From an optimization exercise on the open Yosys and OpenROAD flow, aimed at small area, a short achievable clock period and few clock cycles; shortcuts taken in it are not production practice.
Function was checked by simulation only, so behaviour that the tests miss may differ from the original.
Power and IR drop assume default switching activity.

**flow/config.mk**
```make
export PLATFORM = sky130hd
export DESIGN_NAME = rank_code_stream_decoder_unit
export DESIGN_NICKNAME = rank_code_stream_decoder_unit
export VERILOG_FILES = /design/flow/design.v
export SDC_FILE = /design/flow/constraint.sdc
export NUM_CORES = 4
export LEC_CHECK = 0
export CAP_MARGIN = 20
export CORE_MARGIN = 2
export CORE_UTILIZATION = 40
export SETUP_SLACK_MARGIN = 0.5
export SLEW_MARGIN = 20
```
**flow/constraint.sdc**
```tcl
create_clock -name core_clock -period 7.0 [get_ports {clk}]
set_input_delay 1.4000 -clock core_clock [delete_from_list [all_inputs] [get_ports {clk}]]
set_output_delay 1.4000 -clock core_clock [all_outputs]
set_load 0.01 [all_outputs]
```
**flow/design.v**
```verilog
package rcsd_pkg;
  localparam logic [7:0] UNKNOWN_SYMBOL = 8'd88;
  localparam logic [1:0] PH_COUNT = 2'd0;
  localparam logic [1:0] PH_WIDTH = 2'd1;
  localparam logic [1:0] PH_SYMS  = 2'd2;
  localparam logic [1:0] PH_BITS  = 2'd3;
endpackage
module rcsd_datapath (
  input  logic       clk,
  input  logic       shift,
  input  logic [7:0] wr_data,
  input  logic [7:0] rd_addr,
  output logic [7:0] rd_data
);
  logic [254:0][7:0] tbl;
  always_ff @(posedge clk) begin
    if (shift) begin
      tbl <= {tbl[253:0], wr_data};
    end
  end
  assign rd_data = tbl[rd_addr];
endmodule
module rank_code_stream_decoder_unit
#(
  parameter int MAX_SYMBOLS = 255,
  parameter int MAX_WIDTH   = 4
) (
  input  logic       clk,
  input  logic       rst_n,
  input  logic       in_valid,
  output logic       in_ready,
  input  logic [7:0] in_stream_byte,
  output logic       out_valid,
  input  logic       out_ready,
  output logic [7:0] out_symbol,
  output logic       out_unknown_code,
  output logic       out_end_of_frame,
  output logic       out_last
);
  logic [7:0]  fb [4];
  logic [2:0]  fn;
  logic        in_rdy_r;
  logic [1:0]  phase;
  logic [7:0]  cnt;         
  logic [2:0]  wid;         
  logic [7:0]  rem;         
  logic [2:0]  bp;          
  logic [3:0]  pw;          
  logic        l_v;
  logic [7:0]  l_addr;
  logic        l_known;
  logic        l_hdr;
  logic        o_v;
  logic [7:0]  o_sym;
  logic        o_unk;
  logic        o_eof;
  logic        o_last;
  logic        tbl_shift;
  logic [7:0]  tbl_q;
  rcsd_datapath u_table (
    .clk     (clk),
    .shift   (tbl_shift),
    .wr_data (fb[0]),
    .rd_addr (l_addr),
    .rd_data (tbl_q)
  );
  logic [35:0] win;
  logic [3:0]  len_raw;
  logic [3:0]  len_f;
  logic [6:0]  off_f;
  logic [7:0]  rank1;       
  logic [8:0]  diff;        
  logic        known_c;
  logic [4:0]  code_end;    
  logic        complete;
  logic        fit;         
  always_comb begin
    win     = {4'b0, fb[0], fb[1], fb[2], fb[3]};
    len_raw = win[6'd35 - 6'(pw) -: 4];
    unique case (wid)
      3'd1:    len_f = {3'b0, len_raw[0]};
      3'd2:    len_f = {2'b0, len_raw[1:0]};
      3'd3:    len_f = {1'b0, len_raw[2:0]};
      default: len_f = len_raw;
    endcase
    for (int k = 0; k < 7; k++) begin
      off_f[k] = win[6'd31 - 6'(pw) - 6'(k)];
    end
    for (int k = 0; k < 8; k++) begin
      rank1[k] = (len_f == 4'(k)) || ((len_f > 4'(k)) && (k < 7) && off_f[k > 6 ? 6 : k]);
    end
    diff     = {1'b0, cnt} - {1'b0, rank1};
    known_c  = !len_f[3] && !diff[8];
    code_end = 5'(pw) + 5'(len_f);
    complete = {2'b0, code_end} <= {1'b0, fn, 3'b0};
    fit      = code_end <= 5'd8;
  end
  logic        o_free;
  logic        l_move;
  logic        l_accept;
  logic        term;
  logic        issue;
  logic        hdr_go;
  logic        hdr_final;
  logic [1:0]  sh;
  logic        take;
  logic [2:0]  fn_mid;
  logic [2:0]  fn_nxt;
  logic [2:0]  wid_clip;
  always_comb begin
    o_free   = !o_v || out_ready;
    l_move   = l_v && o_free;
    l_accept = !l_v || o_free;
    term     = l_move && !l_hdr && l_known && (tbl_q == 8'd0);
    take     = in_valid && in_rdy_r;
    wid_clip = (fb[0] > 8'd4) ? 3'd4 : fb[0][2:0];
    hdr_final = (rem == 8'd1);
    hdr_go    = (phase != rcsd_pkg::PH_BITS) && (fn != 3'd0) &&
                !((phase == rcsd_pkg::PH_SYMS) && l_v);
    tbl_shift = hdr_go && (phase == rcsd_pkg::PH_SYMS);
    issue     = (phase == rcsd_pkg::PH_BITS) && complete && l_accept && !term;
    if (term)        sh = {1'b0, (bp != 3'd0)};
    else if (issue)  sh = code_end[4:3];
    else if (hdr_go) sh = 2'd1;
    else             sh = 2'd0;
    fn_mid = fn - 3'(sh);
    fn_nxt = fn_mid + 3'(take);
  end
  always_ff @(posedge clk) begin
    for (int j = 0; j < 4; j++) begin
      if (3'(j) + 3'(sh) < fn) begin
        fb[j] <= fb[(j + 32'(sh)) & 3];
      end else begin
        fb[j] <= in_stream_byte;
      end
    end
  end
  always_ff @(posedge clk) begin
    if (!rst_n) begin
      fn       <= 3'd0;
      in_rdy_r <= 1'b1;
    end else begin
      fn       <= fn_nxt;
      in_rdy_r <= (fn_nxt != 3'd4);
    end
  end
  always_ff @(posedge clk) begin
    if (!rst_n) begin
      phase <= rcsd_pkg::PH_COUNT;
    end else if (term) begin
      phase <= rcsd_pkg::PH_COUNT;
    end else if (hdr_go) begin
      unique case (phase)
        rcsd_pkg::PH_COUNT: if (fb[0] != 8'd0) phase <= rcsd_pkg::PH_WIDTH;
        rcsd_pkg::PH_WIDTH: phase <= rcsd_pkg::PH_SYMS;
        default:            if (hdr_final) phase <= (wid == 3'd0) ? rcsd_pkg::PH_COUNT
                                                                  : rcsd_pkg::PH_BITS;
      endcase
    end
  end
  always_ff @(posedge clk) begin
    if (hdr_go && phase == rcsd_pkg::PH_COUNT) begin
      cnt <= fb[0];
    end
    if (hdr_go && phase == rcsd_pkg::PH_WIDTH) begin
      wid <= wid_clip;
      rem <= cnt;
    end else if (tbl_shift) begin
      rem <= rem - 8'd1;
    end
    if (tbl_shift && hdr_final) begin
      bp <= 3'd0;
      pw <= {1'b0, wid};
    end else if (issue) begin
      bp <= code_end[2:0];
      pw <= {1'b0, code_end[2:0]} + {1'b0, wid};
    end
  end
  always_ff @(posedge clk) begin
    if (!rst_n) begin
      l_v <= 1'b0;
    end else if (tbl_shift && hdr_final && wid == 3'd0) begin
      l_v <= 1'b1;
    end else if (issue) begin
      l_v <= 1'b1;
    end else if (l_move) begin
      l_v <= 1'b0;
    end
  end
  always_ff @(posedge clk) begin
    if (tbl_shift && hdr_final && wid == 3'd0) begin
      l_addr  <= cnt - 8'd1;
      l_known <= 1'b1;
      l_hdr   <= 1'b1;
    end else if (issue) begin
      l_addr  <= diff[7:0];
      l_known <= known_c;
      l_hdr   <= 1'b0;
    end
  end
  always_ff @(posedge clk) begin
    if (!rst_n) begin
      o_v <= 1'b0;
    end else if (o_free) begin
      o_v <= l_v;
    end
  end
  always_ff @(posedge clk) begin
    if (l_move) begin
      o_sym  <= l_known ? tbl_q : rcsd_pkg::UNKNOWN_SYMBOL;
      o_unk  <= !l_known;
      o_eof  <= l_hdr || (l_known && (tbl_q == 8'd0));
      o_last <= l_hdr || (l_known && (tbl_q == 8'd0)) || (bp == 3'd0) || !fit;
    end
  end
  assign in_ready         = in_rdy_r;
  assign out_valid        = o_v;
  assign out_symbol       = o_sym;
  assign out_unknown_code = o_unk;
  assign out_end_of_frame = o_eof;
  assign out_last         = o_last;
endmodule
```
**flow/run.sh**
```bash
#!/bin/bash
# synth_recipe.tcl (not shown) runs the flow's synth.tcl, then flattens the netlist and writes it again
# the make line also repeats each setting of config.mk as NAME=value (left out here)
make -C /OpenROAD-flow-scripts/flow DESIGN_CONFIG=/design/flow/config.mk WORK_HOME=/design/flow/orfs CLKGATE_MAP_FILE= SYNTH_SCRIPT=/design/flow/synth_recipe.tcl finish
```
==> results of run 1 <==
-- cell type report --
cell class	instances	area [um^2]
Fill cell	17900	117000
Timing Repair Buffer	248	2400
Antenna cell	1	2.50
Sequential cell	2127	63700
Tap cell	2838	3550
Inverter	41	158
Multi-Input combinational cell	1839	20800
Clock inverter	123	1070
Clock buffer	259	5460
-- metal layers --
layer	GRT usage, %	vias to the layer above	wire [um]
met5	0	-	0
met4	4.34	0	3980
met3	2.82	274	12200
met2	26.0	1486	88200
met1	26.0	22900	86900
li1	-	18200	-
-- stage by stage --
step                setup WS [ns]  std cells
detailed placement          0.185       7083
global route                0.460       7476
finish                      0.740       7476
CTS                         0.524       7465
floorplan                  -25.02       4261
global placement            0.278       7082
-- cells by family (layout without fill, tap and decap cells) --
kind of cell | Yosys count | count (layout) | share of synthesized area [%]
buf+inv | 295 | 671 | 1.81
mux | 804 | 804 | 16.4
simple gates | 458 | 458 | 2.61
xor+xnor | 30 | 30 | 0.305
flops | 2127 | 2127 | 74.1
fa+ha+maj | 50 | 50 | 0.762
compound gates | 497 | 497 | 4.08
other cells | 0 | 1 | 0
-- timing repair --
item | CTS | global route
setup buffers | 0 | 8
gates cloned | 0 | 1
gates resized for setup | 5 | 15
setup endpoints to repair | 58 | 66
pin swaps | 0 | 2
-- layout by cell type, fill, tap and decap left out, types with 52 or more instances in the layout --
master     Yosys  final
edfxtp_1    2113   2113
buf_4         38    183
o21ai_0       60     59
a21oi_1       85     84
nor2_1        71     70
mux4_2       477    477
clkbuf_16      0    211
a22oi_1      138    138
mux2i_1      279    277
clkinv_1       1     52
nand2_1      170    170
-- power by group --
part | leakage [uW] | internal, uW | switching [uW]
clock | 0.00317 | 5940 | 4940
combinational | 0.00869 | 3140 | 4100
sequential | 0.0193 | 16600 | 1180
total | 0.0312 | 25700 | 10200
-- critical path, stage by stage, from the launching register on --
cell       delay, ns
edfxtp_1        0.37
inv_2           0.08
ha_4            0.35
buf_8           0.19
mux4_2          0.50
mux4_2          0.49
o221ai_1        0.23
a21oi_2         0.10
ha_1            0.33
nor2b_1         0.14
o21ai_0         0.15
nand2b_1        0.13
ha_1            0.32
a21oi_1         0.20
a211oi_2        0.08
a2111oi_2       0.28
nand4b_1        0.25
o21ai_1         0.14
o21ai_2         0.17
inv_1           0.12
ha_1            0.24
ha_1            0.30
a21o_1          0.19
a31oi_4         0.17
buf_12          0.15
mux2_2          0.34
-- worst paths after layout --
| check | startpoint | cells after the start | end |
|---|---|---|---|
| worst min-delay path | u_table.tbl[486] | 0 | u_table.tbl[494] |
| worst min register to register | u_table.tbl[486] | 0 | u_table.tbl[494] |
| worst max-delay path | pw[1] | 25 | fb[1][6] |
| worst max register to register | pw[1] | 25 | fb[1][6] |
-- flip-flops by register name, summed over array words and instances, names as in the netlist, 2 cells and up --
register     cells
phase            2
bp               3
u_table.tbl   2040
o_sym            8
l_addr           8
fb              32
fn               3
pw               4
cnt              8
rem              8
wid              3
==> impl_metrics.ini, run 1 <==
[routing]
detail_route.wl_per_cell_um = 25.6
drtIter0Drc = 4896
drc = 0
drtPass1Iterations = 6
vias = 42800
ant_nets = 0
route.final.wire_length_um = 191000
post_drt_via_cell_ratio = 5.73

[power]
p_leak_uw = 0.0312
design_power_total_uw = 35900
ir_drop_mv = 0.277
pwr_density_cell_nw_per_um2 = 369

[clock_tree]
clkSlewWorstSetupHoldPaths_ns = 0.06
cts_tree = built
htreeDepth = 4
cts_root_buf = clkbuf_16
number_of_cts_inserted_buffers = 211
cts_hold_buffers_added = 0
numClockSinks = 2127
clock_path_buffers = 3
clk-insertion-delay-late_ns = 0.85

[synthesis]
postSynthNetCount = 4323
synthFlopType = edfxtp_1
syn_avg_cell_area_um2 = 20.2
number_of_synthesized_flops_with_an_enable_pin = 2113
synth_top_area_share_pct = 73.7
synth.most_common_cell = edfxtp_1
synth_largest_area_cell = edfxtp_1
synth_async_sr_flop_share_pct = 0
ys_top_cells_by_area = edfxtp_1 (74%), mux4_2 (12%), mux2i_1 (3.2%)
post_synth_num_cell_types = 81
postSynthCellCount = 4261
synth_sequential_area_ratio_pct = 74.1
synth_area_um2 = 86000
yosys_warnings = 4
synthTopCellsByCount = edfxtp_1 (2,113), mux4_2 (477), mux2i_1 (279)
ys_seq_elements = 2127

[timing]
final.min_clock_period_ns = 6.26
setup_viol_count_final = 0
maxSlewViolCount = 0
skew_ns = 0.0526
finalCritPeriodShare_pct = 89.4
fin_tns_setup_ns = 0
whs_ns = 0.401
achievable-frequency_ghz = 0.160
final_hold_viol_count = 0
slew_headroom_pct = 22.3
tightestPinTransition_ns = 1.16
grt_setup_unrepaired = false

[global_routing]
grt_pass1_wl_um = 286000
grt_antenna_before_repair = 7
grtUsageTotal_pct = 17.2
grt_max_degree = 208
via_count_of_the_first_global_routing_pass = 43100
gr-total-overflow = 0

[flow_run]
maxCapViolations = 0

[critical_path]
worst-path-max-fanout = 17
critPathCaptureType = flip-flop
cp.arrival_ns = 6.84
rrSetupSlack_ns = 0.74
timing_worst_setup_path_type = flip-flop to flip-flop
critical_path_required_ns = 7.58
crit_path_start_kind = flip-flop

[floorplan]
number_of_placed_i_o_pins = 25
chipWidth_um = 468
chipHeight_um = 468
rows = 170
placeableCoreArea_um2 = 214000
initial_utilization_pct = 40.2
die_area_um2 = 219000

[min_path]
hp-class = flip-flop to flip-flop

[final_layout]
post_route_cells_drive_above_1_share_pct = 23.3
areaGrowthSynthToFinish_pct = 13.0
num-nets-final = 4530
final_design_utilization_pct = 45.4
final_cell_area_um2 = 97200

[placed_design]
detailed_place_hpwl_um = 119000
gp_congestion = 0.824
dpl-instance-area_um2 = 90500
buffer_ports.inserted = 24

[status]
outcome = finished clean
Testbench counts, summed over its fixed seeds: cycles 22,941.
==> inputs of run 2 (changes only) <==
--- a/flow/design.v
+++ b/flow/design.v
@@ -8,16 +8,16 @@
 module rcsd_datapath (
   input  logic       clk,
-  input  logic       shift,
+  input  logic       wr_en,
   input  logic [7:0] wr_data,
   input  logic [7:0] rd_addr,
   output logic [7:0] rd_data
 );
-  logic [254:0][7:0] tbl;
-  always_ff @(posedge clk) begin
-    if (shift) begin
-      tbl <= {tbl[253:0], wr_data};
-    end
-  end
-  assign rd_data = tbl[rd_addr];
+  logic [255:0][7:0] ring;
+  logic [255:0][7:0] rot;
+  always_ff @(posedge clk) begin
+    ring <= {ring[254:0], wr_en ? wr_data : ring[255]};
+  end
+  assign rot     = {ring[1:0], ring[255:2]};
+  assign rd_data = rot[rd_addr];
 endmodule
 module rank_code_stream_decoder_unit
@@ -45,4 +45,7 @@
   logic [2:0]  wid;         
   logic [7:0]  rem;         
+  logic        sym_first;   
+  logic [7:0]  ac;          
+  logic [7:0]  sl;          
   logic [2:0]  bp;          
   logic [3:0]  pw;          
@@ -60,5 +63,5 @@
   rcsd_datapath u_table (
     .clk     (clk),
-    .shift   (tbl_shift),
+    .wr_en   (tbl_shift),
     .wr_data (fb[0]),
     .rd_addr (l_addr),
@@ -71,4 +74,5 @@
   logic [7:0]  rank1;       
   logic [8:0]  diff;        
+  logic [7:0]  pos;         
   logic        known_c;
   logic [4:0]  code_end;    
@@ -92,4 +96,5 @@
     diff     = {1'b0, cnt} - {1'b0, rank1};
     known_c  = !len_f[3] && !diff[8];
+    pos      = ac - rank1;
     code_end = 5'(pw) + 5'(len_f);
     complete = {2'b0, code_end} <= {1'b0, fn, 3'b0};
@@ -117,5 +122,5 @@
     hdr_final = (rem == 8'd1);
     hdr_go    = (phase != rcsd_pkg::PH_BITS) && (fn != 3'd0) &&
-                !((phase == rcsd_pkg::PH_SYMS) && l_v);
+                !((phase == rcsd_pkg::PH_SYMS) && (l_v || !(sym_first || sl == 8'd0)));
     tbl_shift = hdr_go && (phase == rcsd_pkg::PH_SYMS);
     issue     = (phase == rcsd_pkg::PH_BITS) && complete && l_accept && !term;
@@ -164,8 +169,17 @@
     end
     if (hdr_go && phase == rcsd_pkg::PH_WIDTH) begin
-      wid <= wid_clip;
-      rem <= cnt;
+      wid       <= wid_clip;
+      rem       <= cnt;
+      sym_first <= 1'b1;
     end else if (tbl_shift) begin
-      rem <= rem - 8'd1;
+      rem       <= rem - 8'd1;
+      sym_first <= 1'b0;
+    end
+    if (tbl_shift && sym_first) begin
+      ac <= 8'd0;
+      sl <= 8'd0;
+    end else begin
+      ac <= ac + 8'd1;
+      sl <= sl + 8'(!tbl_shift);
     end
     if (tbl_shift && hdr_final) begin
@@ -190,11 +204,13 @@
   always_ff @(posedge clk) begin
     if (tbl_shift && hdr_final && wid == 3'd0) begin
-      l_addr  <= cnt - 8'd1;
+      l_addr  <= sym_first ? 8'd254 : ac - 8'd1;
       l_known <= 1'b1;
       l_hdr   <= 1'b1;
     end else if (issue) begin
-      l_addr  <= diff[7:0];
+      l_addr  <= pos;
       l_known <= known_c;
       l_hdr   <= 1'b0;
+    end else begin
+      l_addr  <= l_addr + 8'd1;
     end
   end
--- a/flow/config.mk
+++ b/flow/config.mk
@@ -6,7 +6,8 @@
 export NUM_CORES = 4
 export LEC_CHECK = 0
+export ABC_CLOCK_PERIOD_IN_PS = 3000
 export CAP_MARGIN = 20
 export CORE_MARGIN = 2
 export CORE_UTILIZATION = 40
-export SETUP_SLACK_MARGIN = 0.5
+export SETUP_SLACK_MARGIN = 4.0
 export SLEW_MARGIN = 20
==> run 2 against run 1 <==
Register-to-register slack improved by 0.28 ns. Flip-flop and latch count grew 25. Cell count is 3.2% lower. Final area down 16%. Largest cell class unchanged. Highest routed layer unchanged.
==> impl_metrics.ini, run 2 <==
[final_layout]
filler_cell_count = 14100
post_route_cells_drive_above_1_share_pct = 28.5
final_design_utilization_pct = 48.7
layout_commonest_cell = dfxtp_1
largest_register_ffs = 2048
top_regs = u_table.ring x2048, fb x32
num-nets-final = 4934
most-common-layout-cells = dfxtp_1 (2,080), mux4_2 (428), mux2i_1 (300)
largest_register = u_table.ring
areaGrowthSynthToFinish_pct = 20.7

[synthesis]
post_synth_num_cell_types = 96
number_of_synthesized_flops_with_an_enable_pin = 65
synthTopCellsByCount = dfxtp_1 (2,087), mux4_2 (428), mux2i_1 (311)
synth_largest_area_cell = dfxtp_1
synth.most_common_cell = dfxtp_1
synth_top_area_share_pct = 61.9
synth_area_um2 = 67500
synth_async_sr_flop_share_pct = 0
postSynthCellCount = 4502
syn_avg_cell_area_um2 = 15.0
synthFlopType = dfxtp_1
synth_sequential_area_ratio_pct = 64.8
postSynthNetCount = 4574
yosys_warnings = 4
ys_top_cells_by_area = dfxtp_1 (62%), mux4_2 (14%), mux2i_1 (4.6%)
ys_seq_elements = 2152

[floorplan]
number_of_placed_i_o_pins = 25
chipWidth_um = 415
rows = 150
die_area_um2 = 172000
initial_utilization_pct = 40.3
placeableCoreArea_um2 = 167000
chipHeight_um = 415

[critical_path]
max_stage_delay_ns = 0.59
regToRegEndpoint = fb[1][2]
worstRegToRegCells = 27
timing.critical_path.buf_inv = 6
cp-startpoint = pw[0]
worst_r2r_startpoint = pw[0]
critPathCaptureType = flip-flop
cpMostUsedCell = ha_4
critical_path_required_ns = 7.56
critical_path.slowest_cell = mux4_2
rrSetupSlack_ns = 1.02
timing_worst_setup_path_type = flip-flop to flip-flop
crit_family = multiplexers
worst-path-max-fanout = 30
cp.arrival_ns = 6.54
crit_path_start_kind = flip-flop

[clock_tree]
htreeDepth = 4
cts_root_buf = clkbuf_16
number_of_cts_inserted_buffers = 205
clock_path_buffers = 3
numClockSinks = 2152
cts_tree = built
clk-insertion-delay-late_ns = 0.84
cts_hold_buffers_added = 0
clkSlewWorstSetupHoldPaths_ns = 0.06

[timing]
slew_headroom_pct = 34.8
skew_ns = 0.0435
achievable-frequency_ghz = 0.167
fin_tns_setup_ns = 0
setup_viol_count_final = 0
final_hold_viol_count = 0
finalCritPeriodShare_pct = 85.4
maxSlewViolCount = 0
tightestPinTransition_ns = 0.977
grt_setup_unrepaired = true
final.min_clock_period_ns = 5.98

[global_routing]
grt_max_degree = 51
grtUsageTotal_pct = 19.9
via_count_of_the_first_global_routing_pass = 39300
grt_antenna_before_repair = 6
grt_pass1_wl_um = 258000
gr-total-overflow = 0

[placed_design]
detailed_place_hpwl_um = 107000
gp_congestion = 0.857
buffer_ports.inserted = 24

[routing]
post_drt_via_cell_ratio = 5.29
route.final.wire_length_um = 175000
drtIter0Drc = 2985
ant_nets = 0
detail_route.wl_per_cell_um = 24.2
vias = 38300
drtPass1Iterations = 7
drc = 0

[power]
swShare_pct = 33.7
ir_drop_mv = 0.273
p_sw_uw = 13100
power.share.clock_pct = 29.0
power_share_of_the_combinational_group_pct = 35.8
p_leak_uw = 0.0315
internal_power_uw = 25800
sequential_power_share_pct = 35.2
pwr_density_cell_nw_per_um2 = 477

[min_path]
min_path_cells = 0
worstHoldStart = u_table.ring[1594]
hp-class = flip-flop to flip-flop
hold_end = u_table.ring[1602]

[status]
outcome = finished clean

[flow_run]
maxCapViolations = 0
## run 2: changes by cell type in the layout (fill, tap and decap cells not counted), moves of 35 or more
cell / before / now
a22oi_1: 138 / 83
dfxtp_1: 11 / 2080
buf_4: 183 / 243
mux4_2: 477 / 428
edfxtp_1: 2113 / 65
mux2_4: 0 / 35
clkinv_1: 52 / 1
nand2_1: 170 / 229
clkbuf_8: 0 / 45
## run 2: repair_timing
action / CTS / global route
pin swaps: 31 / 63
setup buffers: 111 / 65
cloned: 21 / 6
endpoints found under the setup margin: 115 / 104
gates resized for setup: 229 / 112
## run 2: routing by layer
metal,track usage [%],up-vias,routed length [um]
li1,-,17300,-
met1,27.5,19500,78900
met2,31.7,1125,80000
met3,3.84,294,10700
met4,6.08,0,5350
met5,0,-,0
## run 2: worst max path at each step
stage / endpoint / depth (start not counted)
floorplan: fb[1][0] / 32
global placement: fb[3][0] / 31
detailed placement: fb[1][2] / 30
CTS: fb[3][5] / 28
global route: fb[1][4] / 26
finish: fb[1][2] / 27
## run 2: power groups by stage
stage / Clock (uW) / Combinational, uW / Sequential [uW]
floorplan: 0 / 7520 / 13500
global placement: 0 / 10700 / 14100
detailed placement: 0 / 10800 / 14100
CTS: 11400 / 13000 / 13700
global route: 12000 / 14600 / 13700
finish: 11300 / 13900 / 13700
## run 2: cell families after synthesis
| family | after synthesis | synth area share, % |
|---|---|---|
| flops | 2152 | 64.8 |
| simple gates | 562 | 3.84 |
| buf+inv | 304 | 2.99 |
| mux | 834 | 20.9 |
| compound gates | 539 | 5.67 |
| xor+xnor | 51 | 0.662 |
| fa+ha+maj | 60 | 1.16 |
## run 2: area by class of cell
cell class	count	area, um^2	area share (%)
Sequential cell	2152	43800	53.7
Multi-Input combinational cell	2046	22900	28.1
Clock buffer	304	6060	7.43
Timing Repair Buffer	408	4890	6.00
Tap cell	2204	2760	3.38
Clock inverter	74	940	1.15
Inverter	48	228	0.279
Timing Repair inverter	1	8.76	0.0107
Antenna cell	2	5.00	0.00614
## run 2: per-stage QoR
stage | worst slack [ns] | total power (uW) | std cells | hold WS (ns) | instance area, um^2
2_1_floorplan | 0.147 | 21000 | 4502 | 0.323 | 67900
3_3_place_gp | 0.503 | 24800 | 6656 | 0.324 | 70700
3_5_place_dp | 0.311 | 24900 | 6656 | 0.327 | 70700
4_1_cts | 0.963 | 38100 | 7166 | 0.327 | 80400
5_1_grt | 0.838 | 40300 | 7238 | 0.331 | 81500
6_report | 1.02 | 38900 | 7239 | 0.327 | 81500
Testbench counts of run 2, summed over its fixed seeds: cycles 22,941.

-- re-timing with driven ports --
Ports are ideal in the flow. The routed layouts listed here were re-timed in OpenROAD.
Step 1, drivers: a clkbuf_16 drives clk and a buf_2 each remaining input, both assumed.
Step 2 adds t to the input delays and takes it off the output delays; t is the mean of the earliest and latest rising clock arrival at the registers after step 1. Input paths then give back, and output paths get back, about the clock's delay inside the block.
Three values: ideal, step 1, step 2; two values: the first two.
run | shift t [ns] | slack for setup (ns) | worst hold slack (ns) | worst slew at a driven data input, ns
run 1 | 0.904 | 0.740 / 0.740 / 0.740 | 0.401 / 0.401 / 0.401 | 0.03
run 2 | 0.893 | 1.024 / 1.024 / 1.024 | 0.327 / 0.327 / 0.327 | 0.03
After both steps every run listed still meets setup and hold.
